From an optimization exercise on the open Yosys and OpenROAD flow, aimed at small area and a short achievable clock period; shortcuts taken in it are not production practice. In this exercise RTL edits were held to simulation tests only and were not proved equivalent to the original. Power is estimated from default activity; no workload was simulated.

File: flow/config.mk
export PLATFORM = sky130hd
export DESIGN_NAME = hpm_counters
export DESIGN_NICKNAME = hpm_counters
export VERILOG_FILES = /design/flow/design.v
export SDC_FILE = /design/flow/constraint.sdc
export NUM_CORES = 4
export LEC_CHECK = 0
export CAP_MARGIN = 5
export CORE_MARGIN = 2
export CORE_UTILIZATION = 30
export CTS_BUF_LIST = sky130_fd_sc_hd__clkbuf_4
export CTS_CLUSTER_DIAMETER = 40
export CTS_CLUSTER_SIZE = 8
export SETUP_SLACK_MARGIN = 4.0
export SLEW_MARGIN = 5
File: flow/constraint.sdc
create_clock -name core_clock -period 10.0 [get_ports {clk}]
set_input_delay 2.0000 -clock core_clock [delete_from_list [all_inputs] [get_ports {clk}]]
set_output_delay 2.0000 -clock core_clock [all_outputs]
set_load 0.01 [all_outputs]
File: flow/design.v
module hpm_counters #(
  parameter int XLEN         = 32,
  parameter int CNT_LEN      = 64,
  parameter int N_HPM        = 4,
  parameter int N_EVENTS     = 8,
  parameter int CSR_CMD_LEN  = 3,
  parameter int CSR_ADDR_LEN = 12
) (
  input  logic                    clk,
  input  logic                    reset,
  input  logic [CSR_CMD_LEN-1:0]  cmd,
  input  logic [CSR_ADDR_LEN-1:0] addr,
  input  logic [XLEN-1:0]         wdata,
  input  logic                    retire,
  input  logic [N_EVENTS-1:0]     events,
  output logic [XLEN-1:0]         rdata,
  output logic                    illegal,
  output logic                    ovf_irq
);
  localparam int NC = 3 + N_HPM;    
  localparam int EW = 4;            
  localparam int G  = 4;            
  localparam int NG = 64 / G;
  logic [31:0]   cnt_lo [NC];
  logic [31:0]   cnt_hi [NC];
  logic [NC-1:0] inhibit;
  logic [NC-1:0] ovf;
  logic [EW-1:0] evsel [N_HPM];
  logic is_wr, is_w, is_s, is_c;
  assign is_w  = (cmd == 3'd2);
  assign is_s  = (cmd == 3'd3);
  assign is_c  = (cmd == 3'd4);
  assign is_wr = is_w | is_s | is_c;
  logic [NC-1:0] h_lo, h_hi;
  for (genvar i = 0; i < NC; i++) begin : g_h
    assign h_lo[i] = (addr[2:0] == 3'(i)) & ~addr[7];
    assign h_hi[i] = (addr[2:0] == 3'(i)) &  addr[7];
  end
  logic a_b, a_c, a_cnt, a_7;
  assign a_b   = (addr[11:8] == 4'hB);
  assign a_c   = (addr[11:8] == 4'hC);
  assign a_cnt = (addr[6:3] == 4'h0);
  assign a_7   = (addr[2:0] == 3'd7);
  logic v_rd;       
  logic v_wr;       
  assign v_rd = (a_b | (a_c & ~is_wr)) & a_cnt;
  assign v_wr = is_wr & a_b & a_cnt;
  logic [N_HPM-1:0] s_ev;
  logic s_inh, s_ovf, a_3xx;
  assign a_3xx = (addr[11:3] == 9'h064);    
  assign s_inh = a_3xx & (addr[2:0] == 3'd0);
  for (genvar j = 0; j < N_HPM; j++) begin : g_sev
    assign s_ev[j] = a_3xx & (addr[2:0] == 3'(3 + j));
  end
  assign s_ovf = (addr == 12'h7C0);
  logic hit;
  assign hit = ((a_b | a_c) & a_cnt & ~a_7) | s_inh | (|s_ev) | s_ovf;
  assign illegal = (|cmd) & (~hit | (a_c & a_cnt & ~a_7 & is_wr));
  logic [31:0] m_cnt, cur;
  logic [EW-1:0] m_ev;
  logic [NC-1:0] m_small;
  always_comb begin
    m_cnt = '0;
    for (int i = 0; i < NC; i++)
      m_cnt = m_cnt | ({32{h_lo[i]}} & cnt_lo[i]) | ({32{h_hi[i]}} & cnt_hi[i]);
    m_ev = '0;
    for (int j = 0; j < N_HPM; j++)
      m_ev = m_ev | ({EW{s_ev[j]}} & evsel[j]);
  end
  assign m_small = ({NC{s_inh}} & inhibit) | ({NC{s_ovf}} & ovf) | NC'(m_ev);
  assign cur = ({32{v_rd}} & m_cnt) | 32'(m_small);
  assign rdata = cur;
  logic [31:0] nv;
  assign nv = ({32{is_w}} & wdata) | ({32{is_s}} & (cur | wdata)) |
              ({32{is_c}} & cur & ~wdata);
  logic [NC-1:0] ws_lo, ws_hi, w_any;
  assign ws_lo = {NC{v_wr}} & h_lo;
  assign ws_hi = {NC{v_wr}} & h_hi;
  assign w_any = ws_lo | ws_hi;
  logic [N_HPM-1:0] ev_hit;
  for (genvar j = 0; j < N_HPM; j++) begin : g_ev
    logic [15:0] ev_oh;     
    assign ev_oh = 16'd1 << evsel[j];
    assign ev_hit[j] = |(ev_oh[N_EVENTS:1] & events);
  end
  logic [NC-1:0] inc;
  assign inc[0] = ~inhibit[0];
  assign inc[1] = 1'b1;
  assign inc[2] = ~inhibit[2] & retire;
  assign inc[NC-1:3] = ~inhibit[NC-1:3] & ev_hit;
  function automatic logic all_below(input logic [NG-1:0] a, input int g);
    all_below = 1'b1;
    for (int k = 0; k < NG; k++) if (k <= g) all_below = all_below & a[k];
  endfunction
  logic [NC-1:0] wrap;
  for (genvar i = 0; i < NC; i++) begin : g_cnt
    logic [63:0]   q, d;
    logic [NG-1:0] all1;      
    logic [NG:0]   pre;       
    assign q = {cnt_hi[i], cnt_lo[i]};
    for (genvar g = 0; g < NG; g++) begin : g_a
      assign all1[g] = &q[g*G +: G];
    end
    assign pre[0] = 1'b1;
    for (genvar g = 0; g < NG; g++) begin : g_p
      assign pre[g+1] = all_below(all1, g);
    end
    for (genvar g = 0; g < NG; g++) begin : g_grp
      logic [G:0] c;
      assign c[0] = inc[i] & pre[g] & ~w_any[i];
      for (genvar b = 0; b < G; b++) begin : g_b
        assign c[b+1] = c[b] & q[g*G+b];
      end
      assign d[g*G +: G] = q[g*G +: G] ^ c[G-1:0];
    end
    assign wrap[i] = inc[i] & pre[NG] & ~w_any[i];
    always_ff @(posedge clk or negedge reset) begin
      if (!reset) begin
        cnt_lo[i] <= '0;
        cnt_hi[i] <= '0;
      end else begin
        cnt_lo[i] <= ws_lo[i] ? nv : d[31:0];
        cnt_hi[i] <= ws_hi[i] ? nv : d[63:32];
      end
    end
  end
  always_ff @(posedge clk or negedge reset) begin
    if (!reset) begin
      inhibit <= '0;
      ovf     <= '0;
      for (int j = 0; j < N_HPM; j++) evsel[j] <= '0;
    end else begin
      if (is_wr & s_inh) inhibit <= nv[NC-1:0] & 7'b1111101;
      for (int j = 0; j < N_HPM; j++)
        if (is_wr & s_ev[j]) evsel[j] <= nv[EW-1:0];
      ovf <= (((is_wr & s_ovf) ? nv[NC-1:0] : ovf) | wrap) & 7'b1111101;
    end
  end
  assign ovf_irq = |ovf;
endmodule
File: flow/flow/run.sh
#!/bin/bash
set -o pipefail
bash standard.sh MATCH_CELL_FOOTPRINT=0 \
  BUFFER_PORTS_ARGS="-buffer_cell sky130_fd_sc_hd__buf_1" finish > flow_make.log 2>&1
File: flow/standard.sh
#!/bin/bash
# synth_recipe.tcl (not shown) runs the flow's synth.tcl, then flattens the netlist and writes it again
# the make line also repeats each setting of config.mk as NAME=value (left out here)
make -C /OpenROAD-flow-scripts/flow DESIGN_CONFIG=/design/flow/config.mk WORK_HOME=/design/flow/orfs CLKGATE_MAP_FILE= SYNTH_SCRIPT=/design/flow/synth_recipe.tcl "${@:-finish}"
==> results.py, run 1 <==
metrics = {
    "outcome": {
        "status": "finished clean",
    },
    "floorplanning": {
        "placementRows": 113,
        "initial_core_util": 0.301,
        "dieWidth_um": 312,
        "ioPinCount": 92,
        "core_sq_um": 94600,
        "die_area_sq_um": 97500,
        "die_height_um": 312,
    },
    "cells_and_area": {
        "layout.nets": 3512,
        "multi_input_area_sq_um": 16000,
        "drive_gt1_frac": 0.108,
        "area_growth_pct": 12.7,
        "num-fill-cells": 9747,
        "seqCellArea_sq_um": 11900,
    },
    "timing": {
        "maxSlewViolCount": 0,
        "grt_setup_unrepaired": "yes",
        "min_period_ns": 6.00,
        "worstMarginPinSlew_ns": 1.27,
        "finalHoldViolCount": 0,
        "slew-limit-headroom": 0.149,
        "min_period_over_period": 0.600,
        "skew_ns": 0.117,
        "fin_setup_tns_ns": 0,
        "whs_ns": 0.524,
        "finalSetupViolCount": 0,
        "max_freq_mhz": 167,
    },
    "synthesis": {
        "synth_edf_count": 0,
        "synthDistinctLibCells": 83,
        "synth_top_area_share": 0.418,
        "ys_warn_count": 4,
        "avgSynthCellArea_sq_um": 9.32,
        "postSynthCellCount": 3059,
        "synth_seq_cells": 476,
        "ys_seq_area_frac": 0.418,
        "synth_fp_nets": 3453,
        "synth-main-ff-cell": "dfrtp_1",
        "netlist_area_sq_um": 28500,
        "synth_top_area_cell": "dfrtp_1",
        "synth.area.top_cells": "dfrtp_1 (42%), ha_1 (15%), o21ai_0 (8.5%), nand2_1 (7.1%), xor2_1 (3.4%)",
        "synthArstFlopShare": 1.00,
    },
    "min_path": {
        "holdPathStages": 2,
        "hp-start": "inhibit[3]$_DFFE_PN0P_",
        "min_path_type": "flop to flop",
        "hold_end": "inhibit[3]$_DFFE_PN0P_",
    },
    "pwr": {
        "p_per_area_nw_per_um2": 124,
        "power.leakage_uw": 0.0156,
        "p_sw_uw": 1180,
        "power_frac_comb": 0.102,
        "p_int_uw": 2820,
        "p_seq_frac": 0.527,
        "clkPwrFrac": 0.371,
        "irDropWorstVdd_mv": 0.0748,
        "p_sw_frac": 0.295,
    },
    "worst_setup_path": {
        "cp_cell_sequence": "buf_6 > buf_12 > and3b_4 > buf_4 > a22o_1 > a2bb2oi_1 > nand3_1 > nand2_1 > nand2_1 > buf_1",
        "path_common_cell": "nand2_1",
        "worstPathArrival_ns": 4.00,
        "start_kind": "primary input",
        "startpoint": "addr[2]",
        "cp_max_fo": 14,
        "cp_slowest_cell": "and3b_4",
        "max_stage_delay_ns": 0.29,
        "r2r_end": "cnt_hi[4][31]$_DFF_PN0_",
        "end_kind": "output port",
        "critPathRequiredTime_ns": 8.00,
        "cp_top_family": "buffers and inverters",
        "r2r-start": "evsel[1][0]$_DFFE_PN0P_",
        "rrSetupSlack_ns": 5.18,
        "timing.critical_path.buf_inv": 4,
        "critical_path_class": "primary input to output port",
        "ff2ff_path_depth": 13,
    },
    "global_route": {
        "grt_pass1_wl_um": 161000,
        "use_met3": 0.0484,
        "gr-usage-met1": 0.286,
        "use_met2": 0.340,
        "antenna_found_initial": 3,
        "top_usage_layer": "met2",
        "grt.total_usage": 0.224,
        "grt_max_degree": 179,
        "grt.overflow.total": 0,
        "grt_pass1_vias": 23700,
    },
    "clocking": {
        "cts_hold_buf": 0,
        "cts_inserted_buffers": 82,
        "clk_latency_ns": 0.96,
        "ctsRootBufferMaster": "clkbuf_4",
        "tritoncts": "done",
        "cts_num_sinks": 476,
        "cts.htree.levels": 3,
        "clk_path_buf_depth": 3,
        "path_clk_slew_ns": 0.09,
    },
    "route": {
        "viasPerCell": 5.63,
        "drc": 0,
        "vias": 25000,
        "drtIter0Drc": 2913,
        "first_pass_iters": 9,
        "detail_route.wl_per_cell_um": 25.2,
        "postRouteAntennaNets": 0,
        "routed_wirelength_um": 112000,
    },
    "placed_design": {
        "place.gp.congestion": 0.971,
        "io_buffers": 91,
        "hpwl_um": 78100,
    },
    "job": {
        "maxCapViolCount": 0,
    },
}
worst max path at each step:
stage / endpoint / slack, ns / cells past startpoint
global route: rdata[1] / 3.99 / 10
finish: rdata[6] / 4.00 / 10
global placement: rdata[18] / 2.96 / 9
floorplan: rdata[3] / 4.24 / 9
CTS: rdata[1] / 3.95 / 8
detailed placement: rdata[25] / 2.92 / 8
routing by layer:
layer,wire length [um],up-vias
li1,-,11200
met1,44600,12000
met2,48300,1327
met3,10400,408
met4,8600,2
met5,13,-
Yosys cell counts (8+ instances only):
cell type	instances
clkbuf_1	141
and3_1	9
o21ai_0	485
nand2b_1	8
o21ai_1	9
buf_2	40
a211oi_1	8
dfrtp_1	476
o21a_1	9
nand4_1	111
buf_4	9
nand2_1	539
nor2b_1	20
nor3_1	60
a21oi_1	35
mux2i_1	34
nand3_1	36
nor4_1	12
mux2_2	18
buf_6	8
a2bb2oi_1	13
nor2_1	163
or3_1	14
and4_1	14
ha_1	336
a222oi_1	20
a22o_1	18
and2_1	10
a32oi_1	8
xor2_1	112
a221oi_1	22
or2_2	10
a22oi_1	105
inv_1	36
cells in the final DEF, fill, tap and decap left out, types with 13 or more instances in the layout:
cell,instances
or3_1,14
a21oi_1,34
buf_1,86
and4_1,13
mux2i_1,34
mux2_2,18
nand3_1,36
dfrtp_1,476
nand4_1,111
nor2_1,156
xor2_1,112
o21ai_0,483
a221oi_1,20
nor3_1,57
buf_4,69
nand2_1,522
nor2b_1,15
ha_1,336
a22o_1,18
inv_1,36
clkbuf_4,97
nand2_2,16
a22oi_1,105
a222oi_1,20
logic make-up (layout without fill, tap and decap cells):
| kind of cell | count (synthesis) | in the layout | share of synthesized area |
|---|---|---|---|
| other | 0 | 1 | 0 |
| multiplexers | 58 | 58 | 0.0238 |
| AND/OR/NAND/NOR | 1050 | 1050 | 0.171 |
| XOR/XNOR | 112 | 112 | 0.0344 |
| buffers and inverters | 243 | 353 | 0.0372 |
| adder cells (fa/ha/maj) | 336 | 336 | 0.148 |
| AO/OA/AOI/OAI | 784 | 784 | 0.169 |
| flip-flops | 476 | 476 | 0.418 |
stage by stage:
stage / area (sq um) / total power, uW / worst slack, ns / utilization / instances
floorplan: 28500 / 2310 / 4.24 / - / 3059
global placement: 30300 / 2510 / 2.96 / 0.320 / 4275
detailed placement: 30300 / 2510 / 2.92 / 0.320 / 4275
CTS: 31900 / 4000 / 3.95 / 0.337 / 4424
global route: 32100 / 4160 / 3.99 / 0.340 / 4435
finish: 32100 / 4000 / 4.00 / 0.340 / 4435
repair_timing:
item	in CTS	in global routing
setup endpoints to repair	41	31
gates resized for setup	88	17
gates cloned	3	4
buffers inserted	11	6
pin swaps	7	7
worst register-to-register path, stage by stage (launching register included):
cell and delay, ns:
dfrtp_1 0.49, mux2i_1 0.18, mux4_2 0.46, o21ai_0 0.35
nand2_1 0.43, or3_4 0.63, or3_1 0.72, nor3_1 0.62
ha_1 0.26, ha_1 0.16, ha_1 0.15, xor2_1 0.15
nand2_1 0.06, o21ai_0 0.12
registers in the layout, summed over array words and instances (netlist names):
signal	count
ovf	6
cnt_lo	224
cnt_hi	224
inhibit	6
evsel	16
power by group through the flow:
stage	combinational, uW	sequential (uW)	clock [uW]
floorplan	217	2100	0
finish	408	2110	1480
global route	453	2110	1590
CTS	390	2100	1500
detailed placement	372	2140	0
global placement	366	2140	0
layout make-up:
| cell class | instances | share of cell area |
|---|---|---|
| multi-input cells | 2340 | 0.498 |
| well taps | 1265 | 0.0493 |
| repair buffers | 182 | 0.0435 |
| inverters | 36 | 0.00421 |
| diodes | 1 | 0.0000779 |
| clock inverters | 39 | 0.0122 |
| flip-flops and latches | 476 | 0.371 |
| clock buffers | 96 | 0.0224 |
==> run 2: changes to the inputs <==
--- a/flow/config.mk
+++ b/flow/config.mk
@@ -8,5 +8,5 @@
 export CAP_MARGIN = 5
 export CORE_MARGIN = 2
-export CORE_UTILIZATION = 30
+export CORE_UTILIZATION = 40
 export CTS_BUF_LIST = sky130_fd_sc_hd__clkbuf_4
 export CTS_CLUSTER_DIAMETER = 40
==> run 2 against run 1 <==
  * Still clean on timing, DRC and antenna
  * Area after synthesis stayed put
  * Global-route usage increased by 7.9 points
  * Clock power about the same
  * Clock skew down 0.030 ns
  * Register-to-register slack lost 0.07 ns
  * Count of clock-buffer cells in the layout is 1 higher
  * Hold slack improved by 0.019 ns
  * Flip-flop and latch count unchanged
  * Combinational power grew 5%
  * Utilization grew 11 points
  * Final cell count down 6.9%
  * Largest cell class unchanged
  * Largest power group unchanged
  * Highest routed layer unchanged
==> results.py, run 2 <==
metrics = {
    "outcome": {
        "status": "finished clean",
    },
    "synthesis": {
        "ys_top_cells_by_count": "nand2_1 (539), o21ai_0 (485), dfrtp_1 (476)",
        "synthAdderAreaFrac": 0.148,
        "synth-main-ff-cell": "dfrtp_1",
        "yosysMostFrequentCell": "nand2_1",
        "ys_warn_count": 4,
        "synth_top_area_share": 0.418,
        "avgSynthCellArea_sq_um": 9.32,
        "synthXorXnorAreaFrac": 0.0344,
        "synth_fp_nets": 3453,
        "synth_edf_count": 0,
        "synth_top_family_by_area": "simple AND/OR/NAND/NOR gates",
        "synth_top_area_cell": "dfrtp_1",
        "synth.area.top_cells": "dfrtp_1 (42%), ha_1 (15%), o21ai_0 (8.5%), nand2_1 (7.1%), xor2_1 (3.4%)",
        "synthMuxAreaShare": 0.0238,
        "synthArstFlopShare": 1.00,
        "netlist_area_sq_um": 28500,
        "ys_seq_area_frac": 0.418,
        "synth_compound_area_frac": 0.169,
        "postSynthCellCount": 3059,
        "synth-simple-area-share": 0.171,
        "synthDistinctLibCells": 83,
        "synth_seq_cells": 476,
    },
    "route": {
        "detail_route.wl_per_cell_um": 27.4,
        "postRouteAntennaNets": 0,
        "vias": 25300,
        "routed_wirelength_um": 113000,
        "drtIter0Drc": 3317,
        "viasPerCell": 6.13,
        "first_pass_iters": 8,
        "drc": 0,
    },
    "worst_setup_path": {
        "critPathRequiredTime_ns": 8.00,
        "worstPathArrival_ns": 4.00,
        "start_kind": "primary input",
        "cp_max_fo": 28,
        "critical_path_class": "primary input to output port",
        "end_kind": "output port",
    },
    "timing": {
        "grt_setup_unrepaired": "yes",
        "fin_setup_tns_ns": 0,
        "worstMarginPinSlew_ns": 1.26,
        "max_freq_mhz": 167,
        "skew_ns": 0.0875,
        "slew-limit-headroom": 0.158,
        "maxSlewViolCount": 0,
        "min_period_over_period": 0.600,
        "worst_slack_ns": 4.00,
        "min_period_ns": 6.00,
        "finalSetupViolCount": 0,
        "finalHoldViolCount": 0,
        "whs_ns": 0.544,
    },
    "pwr": {
        "p_seq_frac": 0.524,
        "irDropWorstVdd_mv": 0.0852,
        "p_sw_frac": 0.300,
        "p_int_uw": 2810,
        "power_frac_comb": 0.106,
        "power.leakage_uw": 0.0157,
        "p_sw_uw": 1210,
        "p_per_area_nw_per_um2": 126,
        "clkPwrFrac": 0.370,
    },
    "floorplanning": {
        "core_sq_um": 70300,
        "die_height_um": 271,
        "placementRows": 97,
        "dieWidth_um": 271,
        "die_area_sq_um": 73400,
        "initial_core_util": 0.406,
        "ioPinCount": 92,
    },
    "global_route": {
        "grt.total_usage": 0.303,
        "grt_pass1_vias": 23500,
        "grt.overflow.total": 0,
        "antenna_found_initial": 3,
        "grt_pass1_wl_um": 163000,
        "grt_max_degree": 151,
    },
    "cells_and_area": {
        "final_common_cell": "nand2_1",
        "top_regs": "cnt_hi x224, cnt_lo x224, evsel x16",
        "drive_gt1_frac": 0.115,
        "layout.nets": 3526,
        "final_cell_mix": "nand2_1 (523), o21ai_0 (481), dfrtp_1 (476)",
        "area_growth_pct": 11.9,
    },
    "clocking": {
        "cts_inserted_buffers": 86,
        "clk_latency_ns": 0.91,
        "cts_num_sinks": 476,
        "cts.htree.levels": 3,
        "path_clk_slew_ns": 0.07,
        "tritoncts": "done",
        "clk_path_buf_depth": 3,
        "ctsRootBufferMaster": "clkbuf_4",
        "cts_hold_buf": 0,
    },
    "placed_design": {
        "io_buffers": 91,
        "place_ws_ns": 2.68,
        "hpwl_um": 77800,
        "place.gp.congestion": 0.978,
    },
    "min_path": {
        "min_path_type": "flop to flop",
    },
    "job": {
        "maxCapViolCount": 0,
    },
}
run 2: cells by family (layout without fill, tap and decap cells):
| family | after synthesis | in the layout |
|---|---|---|
| and+or+nand+nor | 1050 | 1050 |
| AOI/OAI and AO/OA | 784 | 784 |
| DFF | 476 | 476 |
| adders and majority gates | 336 | 336 |
| buffers and inverters | 243 | 367 |
| xor gates and xnor gates | 112 | 112 |
| muxes | 58 | 58 |
| other | 0 | 5 |
run 2: path summary, 6_finish.rpt:
| check | slack (ns) | depth (start not counted) | from | to |
|---|---|---|---|---|
| max | 4.00 | 9 | addr[7] | rdata[28] |
| min | 0.54 | 2 | inhibit[5]$_DFFE_PN0P_ | inhibit[5]$_DFFE_PN0P_ |
| max reg2reg | 5.11 | 13 | cnt_lo[2][23]$_DFF_PN0_ | cnt_hi[2][31]$_DFF_PN0_ |
| min reg2reg | 0.54 | 2 | inhibit[5]$_DFFE_PN0P_ | inhibit[5]$_DFFE_PN0P_ |
| max in group asynchronous | 6.76 | 3 | reset | cnt_hi[5][19]$_DFF_PN0_ |
| min in group asynchronous | 1.28 | 1 | reset | evsel[1][1]$_DFFE_PN0P_ |
run 2: per-stage QoR:
stage | cells | cell area, sq um | total power, uW | util
after floorplan | 3059 | 28500 | 2310 | -
after global placement | 3944 | 29900 | 2510 | 0.425
after global routing | 4125 | 31900 | 4170 | 0.454
final | 4128 | 31900 | 4020 | 0.454
after detailed placement | 3944 | 29900 | 2520 | 0.425
after CTS | 4099 | 31500 | 4000 | 0.448
run 2: layout make-up:
cell class                 count  area (sq um)
fill                        6799         38400
multi-input combinational   2340         16000
sequential                   476         11900
timing repair buffer         192          1500
tap                          940          1180
clock buffer                  97           728
clock inverter                42           395
inverter                      36           135
antenna                        5          12.5
run 2: routing by layer:
metal | global-route usage | wire length (um) | up-vias
met4 | 0.175 | 7230 | 4
met5 | 0.00592 | 82 | -
met2 | 0.449 | 48300 | 1458
met1 | 0.403 | 45800 | 12200
li1 | - | - | 11200
met3 | 0.0704 | 11900 | 362
run 2: worst max-delay path, cell delays in order:
cell	delay [ns]
buf_16	0.17
clkbuf_16	0.24
nor3_2	0.45
buf_4	0.23
nand2_1	0.06
a21oi_1	0.18
and4b_2	0.32
nor2_1	0.13
buf_1	0.17
run 2: power groups by stage:
stage               Sequential [uW]  Combinational [uW]  Clock [uW]
global placement               2140                 375           0
finish                         2110                 427        1490
floorplan                      2100                 217           0
detailed placement             2140                 379           0
CTS                            2100                 403        1500
global route                   2110                 470        1580
run 2: timing repair:
item	CTS	global route
endpoints found under the setup margin	37	24
resized for setup	95	20
setup buffers	13	20
pin swaps	9	5
gates cloned	3	4
==> run 3: changes to the inputs <==
--- a/flow/config.mk
+++ b/flow/config.mk
@@ -8,8 +8,8 @@
 export CAP_MARGIN = 5
 export CORE_MARGIN = 2
-export CORE_UTILIZATION = 40
-export CTS_BUF_LIST = sky130_fd_sc_hd__clkbuf_4
-export CTS_CLUSTER_DIAMETER = 40
-export CTS_CLUSTER_SIZE = 8
+export CORE_UTILIZATION = 30
+export CTS_BUF_LIST = sky130_fd_sc_hd__clkbuf_2 sky130_fd_sc_hd__clkbuf_4
+export CTS_CLUSTER_DIAMETER = 35
+export CTS_CLUSTER_SIZE = 6
 export SETUP_SLACK_MARGIN = 4.0
 export SLEW_MARGIN = 5
==> run 3 against run 2 <==
  * Total power is 1.4% higher
  * Clock power up 4%
  * Die area grew 33%
  * Critical path depth increased by 1
  * Area after synthesis unchanged
  * First-iteration DRC count down 8.5%
  * Count of clock-buffer cells in the layout is 26 higher
  * Combinational power shrank 4%
  * Hold slack got worse by 0.024 ns
  * Critical endpoint is now rdata[6]
  * Sequential share of layout area fell by 0.55 points
  * Final cell count up 8.2%
  * Routed wire length decreased by 0.92%
==> results.py, run 3 <==
metrics = {
    "timing": {
        "whs_ns": 0.520,
        "slew-limit-headroom": 0.159,
        "finalSetupViolCount": 0,
        "worst_slack_ns": 4.01,
        "worstMarginPinSlew_ns": 1.26,
        "min_period_ns": 5.99,
        "min_period_over_period": 0.599,
        "skew_ns": 0.137,
        "fin_setup_tns_ns": 0,
        "maxSlewViolCount": 0,
        "grt_setup_unrepaired": "yes",
        "max_freq_mhz": 167,
        "finalHoldViolCount": 0,
    },
    "pwr": {
        "clkPwrFrac": 0.381,
        "p_per_area_nw_per_um2": 126,
        "p_seq_frac": 0.518,
        "p_int_uw": 2880,
        "power.leakage_uw": 0.0157,
        "irDropWorstVdd_mv": 0.0798,
        "p_sw_frac": 0.293,
        "power_frac_comb": 0.101,
        "p_sw_uw": 1200,
    },
    "synthesis": {
        "synth_top_area_cell": "dfrtp_1",
        "synth_top_area_share": 0.418,
        "yosysMostFrequentCell": "nand2_1",
        "ys_warn_count": 4,
        "netlist_area_sq_um": 28500,
        "synth.area.top_cells": "dfrtp_1 (42%), ha_1 (15%), o21ai_0 (8.5%), nand2_1 (7.1%), xor2_1 (3.4%)",
        "avgSynthCellArea_sq_um": 9.32,
        "synth-main-ff-cell": "dfrtp_1",
        "synth_edf_count": 0,
        "synth_fp_nets": 3453,
        "synthDistinctLibCells": 83,
        "postSynthCellCount": 3059,
        "ys_seq_area_frac": 0.418,
        "synthArstFlopShare": 1.00,
        "synth_seq_cells": 476,
        "ys_top_cells_by_count": "nand2_1 (539), o21ai_0 (485), dfrtp_1 (476)",
    },
    "clocking": {
        "cts.htree.levels": 3,
        "cts_num_sinks": 476,
        "cts_hold_buf": 0,
        "tritoncts": "done",
        "path_clk_slew_ns": 0.07,
        "clk_latency_ns": 0.99,
        "clk_path_buf_depth": 3,
        "ctsRootBufferMaster": "clkbuf_4",
        "cts_inserted_buffers": 102,
    },
    "route": {
        "routed_wirelength_um": 112000,
        "drc": 0,
        "viasPerCell": 5.64,
        "drtIter0Drc": 3036,
        "detail_route.wl_per_cell_um": 25.1,
        "first_pass_iters": 9,
        "vias": 25200,
        "postRouteAntennaNets": 0,
    },
    "cells_and_area": {
        "top_regs": "cnt_hi x224, cnt_lo x224, evsel x16",
        "final_util": 0.342,
        "drive_gt1_frac": 0.118,
        "area_growth_pct": 13.6,
        "layout.nets": 3546,
        "final_cell_mix": "nand2_1 (522), o21ai_0 (483), dfrtp_1 (476)",
        "final_common_cell": "nand2_1",
    },
    "floorplanning": {
        "die_height_um": 312,
        "dieWidth_um": 312,
        "core_sq_um": 94600,
        "die_area_sq_um": 97500,
        "placementRows": 113,
        "initial_core_util": 0.301,
        "ioPinCount": 92,
    },
    "worst_setup_path": {
        "r2r-start": "evsel[1][0]$_DFFE_PN0P_",
        "max_stage_delay_ns": 0.29,
        "timing.critical_path.buf_inv": 4,
        "cp_top_family": "buffers and inverters",
        "ff2ff_path_depth": 13,
        "cp_num_cells": 10,
        "critical_path_class": "primary input to output port",
        "start_kind": "primary input",
        "path_common_cell": "nand2_1",
        "cp_cell_sequence": "buf_6 > buf_12 > and3b_4 > buf_4 > a22o_1 > a2bb2oi_1 > nand3_1 > nand2_1 > nand2_1 > buf_1",
        "cp_max_fo": 13,
        "end_kind": "output port",
        "critPathRequiredTime_ns": 8.00,
        "worstPathArrival_ns": 3.99,
        "cp_slowest_cell": "and3b_4",
        "startpoint": "addr[2]",
    },
    "placed_design": {
        "io_buffers": 91,
        "place_ws_ns": 2.92,
        "hpwl_um": 78100,
        "place.gp.congestion": 0.971,
    },
    "global_route": {
        "grt_pass1_wl_um": 162000,
        "grt_max_degree": 179,
        "grt.total_usage": 0.224,
        "grt.overflow.total": 0,
        "antenna_found_initial": 2,
        "grt_pass1_vias": 23900,
    },
    "job": {
        "maxCapViolCount": 0,
    },
    "min_path": {
        "holdPathStages": 2,
        "min_path_type": "flop to flop",
        "hp-start": "inhibit[3]$_DFFE_PN0P_",
    },
    "outcome": {
        "status": "finished clean",
    },
}
## run 3: cell counts after synthesis
No cell type changed its count.
## run 3: area by class of cell
| type | instances | area [sq um] |
|---|---|---|
| inverter | 36 | 135 |
| fill | 9766 | 62200 |
| clock buffer | 123 | 923 |
| multi-input combinational | 2340 | 16000 |
| clock inverter | 28 | 290 |
| antenna | 3 | 7.51 |
| timing repair buffer | 196 | 1510 |
| sequential | 476 | 11900 |
| tap | 1265 | 1580 |
## run 3: final timing paths
check	to	slack, ns
worst max-delay path	rdata[6]	4.01
worst min-delay path	inhibit[3]$_DFFE_PN0P_	0.52
worst max register to register	cnt_hi[4][31]$_DFF_PN0_	5.25
worst min register to register	inhibit[3]$_DFFE_PN0P_	0.52
max in group asynchronous	cnt_lo[2][23]$_DFF_PN0_	6.75
min in group asynchronous	evsel[3][3]$_DFFE_PN0P_	1.17
## run 3: repair_timing
action                                  CTS  global route
cloned                                    3             4
pin swaps                                 7             6
endpoints found under the setup margin   39            30
setup buffers                            17            14
gates resized for setup                  88            19
## run 3: layer usage
metal | vias up | track usage | wire length, um | share of wire
li1 | 11300 | - | - | -
met1 | 12200 | 0.285 | 43900 | 0.39
met2 | 1394 | 0.342 | 49200 | 0.44
met3 | 388 | 0.0483 | 11000 | 0.098
met4 | 2 | 0.150 | 8050 | 0.072
met5 | - | 0 | 13 | 0.00012
## run 3: power groups by stage
stage	combinational, uW	sequential (uW)	clock (uW)
global route	458	2120	1670
detailed placement	372	2140	0
global placement	366	2140	0
finish	412	2110	1550
floorplan	217	2100	0
CTS	390	2100	1570
## run 3: cell families after synthesis
| group | Yosys count | share of synthesized area |
|---|---|---|
| multiplexers | 58 | 0.0238 |
| AND/OR/NAND/NOR | 1050 | 0.171 |
| buffers and inverters | 243 | 0.0372 |
| AO/OA/AOI/OAI | 784 | 0.169 |
| XOR/XNOR | 112 | 0.0344 |
| adder cells (fa/ha/maj) | 336 | 0.148 |
| flip-flops | 476 | 0.418 |
## run 3: worst register-to-register path: cells and delay by family, from the launching register on
kind,cells,cell delay [ns]
XOR/XNOR,1,0.15
adder cells (fa/ha/maj),3,0.57
AND/OR/NAND/NOR,5,2.52
multiplexers,2,0.63
AO/OA/AOI/OAI,2,0.43
flip-flops,1,0.48
## run 3: per-stage QoR
stage / cell area, sq um / power (uW) / cells
global route: 32400 / 4240 / 4465
global placement: 30300 / 2510 / 4275
CTS: 32000 / 4070 / 4446
floorplan: 28500 / 2310 / 3059
finish: 32400 / 4080 / 4467
detailed placement: 30300 / 2510 / 4275
==> run 4: changes to the inputs <==
==> flow/flow/run.sh (replaced) <==
#!/bin/bash
set -o pipefail
bash standard.sh MATCH_CELL_FOOTPRINT=0 \
  BUFFER_PORTS_ARGS="-buffer_cell sky130_fd_sc_hd__buf_1" SKIP_GATE_CLONING=1 finish > flow_make.log 2>&1
--- a/flow/config.mk
+++ b/flow/config.mk
@@ -9,7 +9,7 @@
 export CORE_MARGIN = 2
 export CORE_UTILIZATION = 30
-export CTS_BUF_LIST = sky130_fd_sc_hd__clkbuf_2 sky130_fd_sc_hd__clkbuf_4
-export CTS_CLUSTER_DIAMETER = 35
-export CTS_CLUSTER_SIZE = 6
+export CTS_BUF_LIST = sky130_fd_sc_hd__clkbuf_4
+export CTS_CLUSTER_DIAMETER = 40
+export CTS_CLUSTER_SIZE = 8
 export SETUP_SLACK_MARGIN = 4.0
 export SLEW_MARGIN = 5
==> run 4 against run 3 <==
  * Area after synthesis stayed put
  * Sequential share of layout area hardly changed
  * Fmax is 0.95% lower
  * Still clean on timing, DRC and antenna
  * Clock skew is 0.029 ns lower
  * Utilization hardly changed
  * Highest routed layer is now met4
  * Critical endpoint is now rdata[29]
  * Routed wire length is 0.13% lower
  * Critical path type unchanged
  * Sequential power hardly changed
==> results.py, run 4 <==
metrics = {
    "floorplanning": {
        "placementRows": 113,
        "initial_core_util": 0.301,
        "core_sq_um": 94600,
        "dieWidth_um": 312,
        "die_height_um": 312,
        "ioPinCount": 92,
        "die_area_sq_um": 97500,
    },
    "global_route": {
        "grt.total_usage": 0.223,
        "antenna_found_initial": 3,
        "grt_pass1_vias": 23700,
        "grt_max_degree": 179,
        "grt.overflow.total": 0,
        "grt_pass1_wl_um": 161000,
    },
    "worst_setup_path": {
        "critical_path_class": "primary input to output port",
        "worstPathArrival_ns": 4.05,
        "ff2ff_path_depth": 13,
        "start_kind": "primary input",
        "critPathRequiredTime_ns": 8.00,
        "r2r-start": "evsel[1][0]$_DFFE_PN0P_",
        "end_kind": "output port",
        "r2r_end": "cnt_hi[4][31]$_DFF_PN0_",
        "rrSetupSlack_ns": 5.11,
        "cp_max_fo": 29,
    },
    "timing": {
        "min_period_over_period": 0.605,
        "max_freq_mhz": 165,
        "grt_setup_unrepaired": "yes",
        "maxSlewViolCount": 0,
        "finalHoldViolCount": 0,
        "slew-limit-headroom": 0.156,
        "finalSetupViolCount": 0,
        "worstMarginPinSlew_ns": 1.26,
        "fin_setup_tns_ns": 0,
        "min_period_ns": 6.05,
        "whs_ns": 0.523,
        "skew_ns": 0.108,
    },
    "min_path": {
        "holdPathStages": 2,
        "min_path_type": "flop to flop",
        "hold_end": "inhibit[3]$_DFFE_PN0P_",
        "hp-start": "inhibit[3]$_DFFE_PN0P_",
    },
    "clocking": {
        "path_clk_slew_ns": 0.09,
        "cts_num_sinks": 476,
        "cts_hold_buf": 0,
        "clk_path_buf_depth": 3,
        "cts.htree.levels": 3,
        "ctsRootBufferMaster": "clkbuf_4",
        "clk_latency_ns": 0.95,
        "cts_inserted_buffers": 82,
        "tritoncts": "done",
    },
    "pwr": {
        "p_per_area_nw_per_um2": 124,
        "power.leakage_uw": 0.0157,
        "irDropWorstVdd_mv": 0.0682,
    },
    "job": {
        "maxCapViolCount": 0,
    },
    "cells_and_area": {
        "num-fill-cells": 9749,
        "area_growth_pct": 13.5,
        "layout.nets": 3532,
        "drive_gt1_frac": 0.118,
        "top_regs": "cnt_hi x224, cnt_lo x224, evsel x16",
        "final_common_cell": "nand2_1",
        "final_cell_mix": "nand2_1 (521), o21ai_0 (482), dfrtp_1 (476)",
    },
    "route": {
        "vias": 25200,
        "drc": 0,
        "first_pass_iters": 8,
        "viasPerCell": 5.65,
        "drtIter0Drc": 2854,
        "postRouteAntennaNets": 0,
        "routed_wirelength_um": 112000,
        "detail_route.wl_per_cell_um": 25.1,
    },
    "synthesis": {
        "netlist_area_sq_um": 28500,
        "postSynthCellCount": 3059,
        "synth_top_area_cell": "dfrtp_1",
        "synthDistinctLibCells": 83,
        "ys_warn_count": 4,
        "synth_edf_count": 0,
        "avgSynthCellArea_sq_um": 9.32,
        "synth_fp_nets": 3453,
        "synth.area.top_cells": "dfrtp_1 (42%), ha_1 (15%), o21ai_0 (8.5%), nand2_1 (7.1%), xor2_1 (3.4%)",
        "synth_seq_cells": 476,
        "synth_top_area_share": 0.418,
        "synthArstFlopShare": 1.00,
        "ys_seq_area_frac": 0.418,
        "synth-main-ff-cell": "dfrtp_1",
        "yosysMostFrequentCell": "nand2_1",
        "ys_top_cells_by_count": "nand2_1 (539), o21ai_0 (485), dfrtp_1 (476)",
    },
    "placed_design": {
        "place.gp.congestion": 0.971,
        "io_buffers": 91,
        "hpwl_um": 78100,
    },
    "outcome": {
        "status": "finished clean",
    },
}
[run 4: cell counts after synthesis]
Identical to the previous run, type by type.
[run 4: final cells by class]
class	count	area (sq um)	share of cell area
Multi-Input combinational cell	2340	16000	0.495
Sequential cell	476	11900	0.368
Tap cell	1265	1580	0.0489
Timing Repair Buffer	202	1570	0.0484
Clock buffer	96	721	0.0223
Clock inverter	39	392	0.0121
Inverter	36	135	0.00418
Antenna cell	4	10.0	0.000309
[run 4: through the flow]
step	total power, uW	setup slack (ns)	std cells	instance area [sq um]	utilization
finish	4000	3.95	4458	32300	0.342
CTS	4000	3.94	4424	31900	0.337
global placement	2510	2.96	4275	30300	0.320
detailed placement	2510	2.92	4275	30300	0.320
global route	4170	3.92	4455	32300	0.342
floorplan	2310	4.24	3059	28500	-
[run 4: critical path, stage by stage]
cell,delay [ns]
buf_12,0.16
buf_16,0.19
nor4b_4,0.51
buf_12,0.23
buf_12,0.16
a22o_1,0.15
a221oi_1,0.05
nand3_1,0.17
nor2_4,0.09
nor2_1,0.13
clkbuf_2,0.15
[run 4: report_power, final]
part	switching, uW	internal (uW)
clock network	807	670
registers	102	2010
logic	268	147
[run 4: worst max path at each step]
stage | start | endpoint | slack [ns]
floorplan | addr[7] | rdata[3] | 4.24
global placement | addr[1] | rdata[18] | 2.96
detailed placement | addr[0] | rdata[25] | 2.92
CTS | addr[0] | rdata[20] | 3.94
global route | addr[0] | rdata[29] | 3.92
finish | addr[0] | rdata[29] | 3.95
[run 4: kinds of logic after synthesis]
kind of cell,share of synthesized area
flip-flops,0.418
AO/OA/AOI/OAI,0.169
XOR/XNOR,0.0344
multiplexers,0.0238
AND/OR/NAND/NOR,0.171
buffers and inverters,0.0372
adder cells (fa/ha/maj),0.148
[run 4: repair_timing]
item                       CTS  global route
setup endpoints to repair   41            32
gates cloned                 0             0
setup buffers               14            30
pin swaps                    7            16
gates resized for setup     91            36
[run 4: routing by layer]
layer  share of wire  track usage  vias to the layer above
li1                -            -                    11200
met4           0.074        0.140                        0
met1            0.39        0.285                    12100
met5               0            0                        -
met3           0.099       0.0487                      416
met2            0.44        0.344                     1442

-- what the ideal ports hide --
Ports are ideal in the flow. The routed layouts listed here were re-timed in OpenROAD.
Step 1, drivers: a clkbuf_16 drives clk and a buf_2 each remaining input, both assumed.
Step 2 also shifts input and output timing later by t, the mid clock arrival at the registers, as if the neighbouring blocks saw the same clock.
Slacks: ideal / step 1 / step 2; pairs: ideal / step 1.
| run | shift t [ns] | setup slack, ns | clock arrival spread, ns |
|---|---|---|---|
| run 1 | 0.968 | 4.000 / 3.888 / 3.438 | 0.121 / 0.121 |
| run 2 | 0.934 | 4.000 / 3.842 / 3.275 | 0.093 / 0.094 |
| run 3 | 0.991 | 4.005 / 3.868 / 3.410 | 0.138 / 0.138 |
| run 4 | 0.960 | 3.947 / 3.896 / 3.337 | 0.110 / 0.111 |
After both steps setup and hold are still met in every run listed. The setup slack of run 2, which loses most, moves by -0.158 ns with the drivers and by -0.725 ns with both steps.
